From an optimization exercise on the open Yosys and OpenROAD flow, aimed at small area; shortcuts taken in it are not production practice. Where RTL was checked, it was by simulation tests only, not by an equivalence proof against the original. Power figures rest on the tool's default switching activity, not on a simulated workload.

==> inputs of yarrow <==
Design tsp_coord_loader, start of the top module:
module tsp_coord_loader #(
  parameter int         NCITY   = tsp_pkg::NCITY,
  parameter int         COORD_W = tsp_pkg::COORD_W,
  parameter logic [7:0] HDR     = tsp_pkg::HDR,
  parameter int         TIMEOUT = tsp_pkg::TIMEOUT,
  localparam int        IDX_W   = $clog2(NCITY)
) (
  input  logic               clk,
  input  logic               rst,
  input  logic [7:0]         in_data,
  input  logic               in_valid,
  output logic               in_ready,
  output logic [NCITY*COORD_W-1:0] xs,   
  output logic [NCITY*COORD_W-1:0] ys,   
  output logic [IDX_W:0]     n_cities,
  output logic               coord_valid,
  output logic               solver_rst,
  output logic               err
);
  localparam int             TO_W    = 11;
  function automatic logic [TO_W-1:0] lfsr_next(input logic [TO_W-1:0] q);
    lfsr_next = {q[TO_W-2:0], ~(q[10] ^ q[8])};
  endfunction
  function automatic logic [TO_W-1:0] lfsr_after(input int steps);
    lfsr_after = '0;
  ...
==> module tsp_coord_loader, before the edit <==
module tsp_coord_loader #(
  parameter int         NCITY   = tsp_pkg::NCITY,
  parameter int         COORD_W = tsp_pkg::COORD_W,
  parameter logic [7:0] HDR     = tsp_pkg::HDR,
  parameter int         TIMEOUT = tsp_pkg::TIMEOUT,
  localparam int        IDX_W   = $clog2(NCITY)
) (
  input  logic               clk,
  input  logic               rst,
  input  logic [7:0]         in_data,
  input  logic               in_valid,
  output logic               in_ready,
  output logic [NCITY*COORD_W-1:0] xs,   
  output logic [NCITY*COORD_W-1:0] ys,   
  output logic [IDX_W:0]     n_cities,
  output logic               coord_valid,
  output logic               solver_rst,
  output logic               err
);
  localparam int             TO_W    = 11;
  function automatic logic [TO_W-1:0] lfsr_next(input logic [TO_W-1:0] q);
    lfsr_next = {q[TO_W-2:0], ~(q[10] ^ q[8])};
  endfunction
  function automatic logic [TO_W-1:0] lfsr_after(input int steps);
    lfsr_after = '0;
    for (int i = 0; i < steps; i++) lfsr_after = lfsr_next(lfsr_after);
  endfunction
  localparam logic [TO_W-1:0] TO_LAST = lfsr_after(TIMEOUT - 1);
  tsp_pkg::ld_state_t state;
  logic [IDX_W:0]   n_lat;      
  logic [IDX_W-1:0] idx;        
  logic [IDX_W:0]   idx_inc;    
  logic [7:0]       sum;        
  logic [TO_W-1:0]  idle_cnt;   
  logic             rx;         
  logic             timeout;
  logic             accept;
  logic             wr_x, wr_y;
  logic [COORD_W-1:0] xs_r [NCITY];   
  logic [COORD_W-1:0] ys_r [NCITY];
  for (genvar g = 0; g < NCITY; g++) begin : g_flat
    assign xs[g*COORD_W +: COORD_W] = xs_r[g];
    assign ys[g*COORD_W +: COORD_W] = ys_r[g];
  end
  assign in_ready   = state[2] || state[1];           
  assign solver_rst = state == tsp_pkg::PUB;
  assign accept  = in_valid && in_ready;
  assign rx      = state[2];
  assign timeout = rx && !accept && idle_cnt == TO_LAST;
  assign wr_x    = accept && state == tsp_pkg::XB;
  assign wr_y    = accept && state == tsp_pkg::YB;
  assign idx_inc = {1'b0, idx} + (IDX_W+1)'(wr_y);
  for (genvar g = 0; g < NCITY; g++) begin : g_arr
    always_ff @(posedge clk) begin
      if (wr_x && idx == IDX_W'(g)) xs_r[g] <= COORD_W'(in_data);
      if (wr_y && idx == IDX_W'(g)) ys_r[g] <= COORD_W'(in_data);
    end
  end
  always_ff @(posedge clk) begin
    if (rx && !accept && idle_cnt != TO_LAST)
      idle_cnt <= lfsr_next(idle_cnt);
    else
      idle_cnt <= '0;
    if (state == tsp_pkg::COUNT) n_lat <= (IDX_W+1)'(in_data);
    sum <= (state == tsp_pkg::COUNT ? 8'd0 : sum) +
           (state == tsp_pkg::COUNT || wr_x || wr_y ? in_data : 8'd0);
    idx <= state == tsp_pkg::COUNT ? '0 : idx_inc[IDX_W-1:0];
  end
  always_ff @(posedge clk or posedge rst) begin
    if (rst) begin
      state       <= tsp_pkg::RST;
      coord_valid <= 1'b0;
      err         <= 1'b0;
      n_cities    <= '0;
    end else begin
      err <= timeout;
      case (state)
        tsp_pkg::COUNT: begin
          if (accept) begin
            if (in_data == 8'd0 || int'(in_data) > NCITY) begin
              err   <= 1'b1;
              state <= tsp_pkg::IDLE;
            end else begin
              coord_valid <= 1'b0;
              state       <= tsp_pkg::XB;
            end
          end else if (timeout) begin
            state <= tsp_pkg::IDLE;
          end
        end
        tsp_pkg::XB: begin
          if (accept)       state <= tsp_pkg::YB;
          else if (timeout) state <= tsp_pkg::IDLE;
        end
        tsp_pkg::YB: begin
          if (accept) begin
            if (idx_inc == n_lat) state <= tsp_pkg::CSUM;
            else                  state <= tsp_pkg::XB;
          end else if (timeout) begin
            state <= tsp_pkg::IDLE;
          end
        end
        tsp_pkg::CSUM: begin
          if (accept) begin
            if (in_data == sum) begin
              n_cities <= n_lat;
              state    <= tsp_pkg::DONE;
            end else begin
              err   <= 1'b1;
              state <= tsp_pkg::IDLE;
            end
          end else if (timeout) begin
            state <= tsp_pkg::IDLE;
          end
        end
        tsp_pkg::DONE: begin
          coord_valid <= 1'b1;
          state       <= tsp_pkg::PUB;
        end
        default: begin
          if (accept && in_data == HDR) state <= tsp_pkg::COUNT;
          else                          state <= tsp_pkg::IDLE;
        end
      endcase
    end
  end
endmodule
==> flow/config.mk <==
export PLATFORM = sky130hd
export DESIGN_NAME = tsp_coord_loader
export DESIGN_NICKNAME = tsp_coord_loader
export VERILOG_FILES = /design/flow/design.v
export SDC_FILE = /design/flow/constraint.sdc
export NUM_CORES = 4
export LEC_CHECK = 0
export CAP_MARGIN = 20
export CORE_ASPECT_RATIO = 0.25
export CORE_MARGIN = 2
export CORE_UTILIZATION = 85
export SLEW_MARGIN = 20
==> flow/constraint.sdc <==
create_clock -name core_clock -period 5.0 [get_ports {clk}]
set_input_delay 1.0000 -clock core_clock [delete_from_list [all_inputs] [get_ports {clk}]]
set_output_delay 1.0000 -clock core_clock [all_outputs]
set_load 0.01 [all_outputs]
standard.sh (not shown) runs the stock make flow with config.mk's settings and CLKGATE_MAP_FILE= SYNTH_SCRIPT=/design/flow/synth_recipe.tcl, a recipe that flattens the netlist after the stock synthesis.
==> flow/flow/run.sh <==
#!/bin/bash
# Standard ORFS layout with two changes: the port buffers that global
# placement inserts are the smallest plain buffer, and CTS builds its tree
# with the clustering below and without dummy balancing loads.
set -euo pipefail
export BUFFER_PORTS_ARGS="-buffer_cell sky130_fd_sc_hd__buf_1"
export CTS_ARGS="-sink_clustering_enable -repair_clock_nets -dont_use_dummy_load -buf_list sky130_fd_sc_hd__clkbuf_8 -sink_clustering_size 18 -sink_clustering_max_diameter 50"
bash standard.sh > standard.log 2>&1
==> indigo: changes against yarrow <==
--- a/flow/design.v
+++ b/flow/design.v
@@ -69,6 +69,16 @@
   assign idx_inc = {1'b0, idx} + (IDX_W+1)'(wr_y);
+  logic             clr;
+  logic [NCITY-1:0] city_sel;
+  logic [7:0]       dx, dy;
+  assign clr = accept && state == tsp_pkg::COUNT && in_data != 8'd0 &&
+               int'(in_data) <= NCITY;
+  assign dx  = wr_x ? in_data : 8'd0;
+  assign dy  = wr_y ? in_data : 8'd0;
+  for (genvar g = 0; g < NCITY; g++) begin : g_sel
+    assign city_sel[g] = idx == IDX_W'(g);
+  end
   for (genvar g = 0; g < NCITY; g++) begin : g_arr
     always_ff @(posedge clk) begin
-      if (wr_x && idx == IDX_W'(g)) xs_r[g] <= COORD_W'(in_data);
-      if (wr_y && idx == IDX_W'(g)) ys_r[g] <= COORD_W'(in_data);
+      xs_r[g] <= (xs_r[g] & {COORD_W{!clr}}) | (dx & {COORD_W{city_sel[g]}});
+      ys_r[g] <= (ys_r[g] & {COORD_W{!clr}}) | (dy & {COORD_W{city_sel[g]}});
     end
@@ -81,4 +91,3 @@
     if (state == tsp_pkg::COUNT) n_lat <= (IDX_W+1)'(in_data);
-    sum <= (state == tsp_pkg::COUNT ? 8'd0 : sum) +
-           (state == tsp_pkg::COUNT || wr_x || wr_y ? in_data : 8'd0);
+    sum <= (state == tsp_pkg::COUNT ? 8'd0 : sum) + (accept ? in_data : 8'd0);
     idx <= state == tsp_pkg::COUNT ? '0 : idx_inc[IDX_W-1:0];
==> flow/flow/run.sh (replaced) <==
#!/bin/bash
# Standard ORFS layout with two changes: the port buffers that global
# placement inserts are the smallest plain buffer, and CTS builds its tree
# from clkbuf_8 (root clkbuf_16) in clusters of up to 17 sinks without dummy
# balancing loads.
set -euo pipefail
export BUFFER_PORTS_ARGS="-buffer_cell sky130_fd_sc_hd__buf_1"
export CTS_ARGS="-sink_clustering_enable -repair_clock_nets -dont_use_dummy_load -buf_list sky130_fd_sc_hd__clkbuf_8 -root_buf sky130_fd_sc_hd__clkbuf_16 -sink_clustering_size 17 -sink_clustering_max_diameter 25"
bash standard.sh > standard.log 2>&1
--- a/flow/config.mk
+++ b/flow/config.mk
@@ -10,3 +10,3 @@
 export CORE_MARGIN = 2
-export CORE_UTILIZATION = 85
+export CORE_UTILIZATION = 72
 export SLEW_MARGIN = 20
==> ember: changes against yarrow <==
==> flow/design.v (replaced) <==
package tsp_pkg;
  localparam int         NCITY   = 64;
  localparam int         COORD_W = 8;
  localparam int         IDX_W   = $clog2(NCITY);
  localparam logic [7:0] HDR     = 8'hA5;
  localparam int         TIMEOUT = 2_000;
  typedef enum logic [2:0] {
    IDLE,
    COUNT,
    XB,
    YB,
    CSUM,
    DONE
  } ld_state_t;
endpackage
module tsp_coord_loader #(
  parameter int         NCITY   = tsp_pkg::NCITY,
  parameter int         COORD_W = tsp_pkg::COORD_W,
  parameter logic [7:0] HDR     = tsp_pkg::HDR,
  parameter int         TIMEOUT = tsp_pkg::TIMEOUT,
  localparam int        IDX_W   = $clog2(NCITY)
) (
  input  logic               clk,
  input  logic               rst,
  input  logic [7:0]         in_data,
  input  logic               in_valid,
  output logic               in_ready,
  output logic [NCITY*COORD_W-1:0] xs,   
  output logic [NCITY*COORD_W-1:0] ys,   
  output logic [IDX_W:0]     n_cities,
  output logic               coord_valid,
  output logic               solver_rst,
  output logic               err
);
  localparam int             TO_W    = $clog2(TIMEOUT + 1);
  localparam logic [TO_W-1:0] TO_LAST = TO_W'(TIMEOUT - 1);
  tsp_pkg::ld_state_t state;
  logic [IDX_W:0]   n_lat;      
  logic [IDX_W-1:0] idx;        
  logic [7:0]       sum;        
  logic [TO_W-1:0]  idle_cnt;   
  logic             accept;
  logic [COORD_W-1:0] xs_r [NCITY];   
  logic [COORD_W-1:0] ys_r [NCITY];
  for (genvar g = 0; g < NCITY; g++) begin : g_flat
    assign xs[g*COORD_W +: COORD_W] = xs_r[g];
    assign ys[g*COORD_W +: COORD_W] = ys_r[g];
  end
  assign accept = in_valid && in_ready;
  always_ff @(posedge clk or posedge rst) begin
    if (rst) begin
      state       <= tsp_pkg::IDLE;
      n_lat       <= '0;
      idx         <= '0;
      sum         <= '0;
      idle_cnt    <= '0;
      in_ready    <= 1'b0;
      coord_valid <= 1'b0;
      solver_rst  <= 1'b0;
      err         <= 1'b0;
      n_cities    <= '0;
      for (int i = 0; i < NCITY; i++) begin
        xs_r[i] <= '0;
        ys_r[i] <= '0;
      end
    end else begin
      err        <= 1'b0;
      solver_rst <= 1'b0;
      in_ready   <= 1'b1;
      if (state != tsp_pkg::IDLE && state != tsp_pkg::DONE) begin
        if (accept) begin
          idle_cnt <= '0;
        end else if (idle_cnt == TO_LAST) begin
          idle_cnt <= '0;
          err      <= 1'b1;
          state    <= tsp_pkg::IDLE;
        end else begin
          idle_cnt <= idle_cnt + 1'b1;
        end
      end else begin
        idle_cnt <= '0;
      end
      case (state)
        tsp_pkg::IDLE: begin
          if (accept && in_data == HDR) state <= tsp_pkg::COUNT;
        end
        tsp_pkg::COUNT: begin
          if (accept) begin
            if (in_data == 8'd0 || int'(in_data) > NCITY) begin
              err   <= 1'b1;
              state <= tsp_pkg::IDLE;
            end else begin
              n_lat       <= (IDX_W+1)'(in_data);
              idx         <= '0;
              sum         <= in_data;
              coord_valid <= 1'b0;
              for (int i = 0; i < NCITY; i++) begin
                xs_r[i] <= '0;
                ys_r[i] <= '0;
              end
              state <= tsp_pkg::XB;
            end
          end
        end
        tsp_pkg::XB: begin
          if (accept) begin
            xs_r[idx] <= COORD_W'(in_data);
            sum     <= sum + in_data;
            state   <= tsp_pkg::YB;
          end
        end
        tsp_pkg::YB: begin
          if (accept) begin
            ys_r[idx] <= COORD_W'(in_data);
            sum     <= sum + in_data;
            if ({1'b0, idx} == n_lat - 1'b1) begin
              state <= tsp_pkg::CSUM;
            end else begin
              idx   <= idx + 1'b1;
              state <= tsp_pkg::XB;
            end
          end
        end
        tsp_pkg::CSUM: begin
          if (accept) begin
            if (in_data == sum) begin
              n_cities <= n_lat;
              in_ready <= 1'b0;
              state    <= tsp_pkg::DONE;
            end else begin
              err   <= 1'b1;
              state <= tsp_pkg::IDLE;
            end
          end
        end
        tsp_pkg::DONE: begin
          coord_valid <= 1'b1;
          solver_rst  <= 1'b1;
          state       <= tsp_pkg::IDLE;
        end
        default: state <= tsp_pkg::IDLE;
      endcase
    end
  end
endmodule
==> flow/run.sh (new file) <==
#!/bin/bash
# synth_recipe.tcl (not shown) runs the flow's synth.tcl, then flattens the netlist and writes it again
# the make line also repeats each setting of config.mk as NAME=value (left out here)
make -C /OpenROAD-flow-scripts/flow DESIGN_CONFIG=/design/flow/config.mk WORK_HOME=/design/flow/orfs CLKGATE_MAP_FILE= SYNTH_SCRIPT=/design/flow/synth_recipe.tcl finish
--- a/flow/config.mk
+++ b/flow/config.mk
@@ -8,5 +8,4 @@
 export CAP_MARGIN = 20
-export CORE_ASPECT_RATIO = 0.25
 export CORE_MARGIN = 2
-export CORE_UTILIZATION = 85
+export CORE_UTILIZATION = 40
 export SLEW_MARGIN = 20
removed: flow/flow/run.sh
removed: flow/standard.sh
==> notes <==
ember went through all stages and came out clean. indigo completed without violations. yarrow never finished: it broke off in I/O pin placement with PPL-0024.
Between indigo and ember, the lower clock power is in indigo (gap about 54%, measured against ember).
In yarrow the area after synthesis is lower than in ember, by about 20%.
In indigo the register-to-register slack is lower than in ember, by 0.02 ns.
In ember the via count is larger than in indigo, by about 7%.
In indigo the flip-flop and latch count is lower than in ember, by 2.
Power: ember is higher than indigo (about 90%).
Critical path depth is the same in indigo and ember.
Fmax: indigo is larger than ember (3.1%).
Of indigo and ember, ember has the higher non-clock buffer count (gap 41).
==> figures <==
Status: yarrow aborted with a tool error; indigo timing/DRC/antenna clean; ember timing/DRC/antenna clean
Stage where the flow stopped: yarrow I/O pin placement; indigo -; ember -
Clock tree from TritonCTS: yarrow -; indigo done; ember done
Summed area of non-filler cells in the final layout: yarrow -; indigo 38200 sq um; ember 58500 sq um
Worst Reg2Reg Path Length in Cells: yarrow -; indigo 10; ember 4
Nature of the critical path endpoint: yarrow -; indigo flop; ember flop
Final hold vios: yarrow -; indigo 0; ember 0
Clock network fraction of design power: yarrow -; indigo 27.7%; ember 32.3%
Port Buf Inserts: yarrow -; indigo 1045; ember 1045
RePlAce Congestion: yarrow -; indigo 1.05; ember 0.865
Die ar.: yarrow -; indigo 48500 sq um; ember 108000 sq um
Vias per Instance: yarrow -; indigo 6.73; ember 5.56
Mean post-synth cell area: yarrow 23.8 sq um; indigo 12.6 sq um; ember 14.9 sq um
First drt pass iteration count: yarrow -; indigo 6; ember 5
Post-synth top area cell: yarrow sky130_fd_sc_hd__edfxtp_1; indigo sky130_fd_sc_hd__dfxtp_1; ember sky130_fd_sc_hd__dfrtp_1
Global routing usage on met2: yarrow -; indigo 68.3%; ember 48.6%
Basic-gate share of the synthesized area counting and, or, nand and nor cells: yarrow 3.22%; indigo 2.56%; ember 4.39%
Number of global-route vias before repair: yarrow -; indigo 25.5k; ember 29.6k
Internal power of the cells: yarrow -; indigo 10700 uW; ember 18000 uW
Count of non-CTS buffers in the layout: yarrow -; indigo 1076; ember 1117
Met3 Track Usage GR: yarrow -; indigo 15.8%; ember 9.11%
Function not checked in yarrow: the RTL went through the layout flow alone.

## what the ideal ports hide
In the flow no input, the clock included, has a driving cell. The finished layouts below were timed again as built, in two steps.
Step 1 (the two cells are an assumption about what drives the block):
set clk [get_ports {clk}]
set_driving_cell -lib_cell sky130_fd_sc_hd__clkbuf_16 $clk
set_driving_cell -lib_cell sky130_fd_sc_hd__buf_2 [delete_from_list [all_inputs] $clk]
Step 2 also shifts input and output timing later by t, the mid clock arrival at the registers, as if the neighbouring blocks saw the same clock.
Slacks: no drivers / after step 1 / after step 2; pairs: no drivers / after step 1.
| run | shift t [ns] | setup WS [ns] | worst setup path after step 2 | clock arrival spread, ns | worst slew at a driven data input, ns |
|---|---|---|---|---|---|
| indigo | 0.679 | 1.520 / 1.537 / 0.858 | input to register | 0.054 / 0.054 | 0.08 |
| ember | 0.781 | 1.412 / 1.468 / 0.687 | input to register | 0.026 / 0.026 | 0.04 |
After both steps every run listed still meets setup and hold. For ember, which loses most, drivers alone change the setup slack by +0.056 ns; drivers and shift together by -0.725 ns.
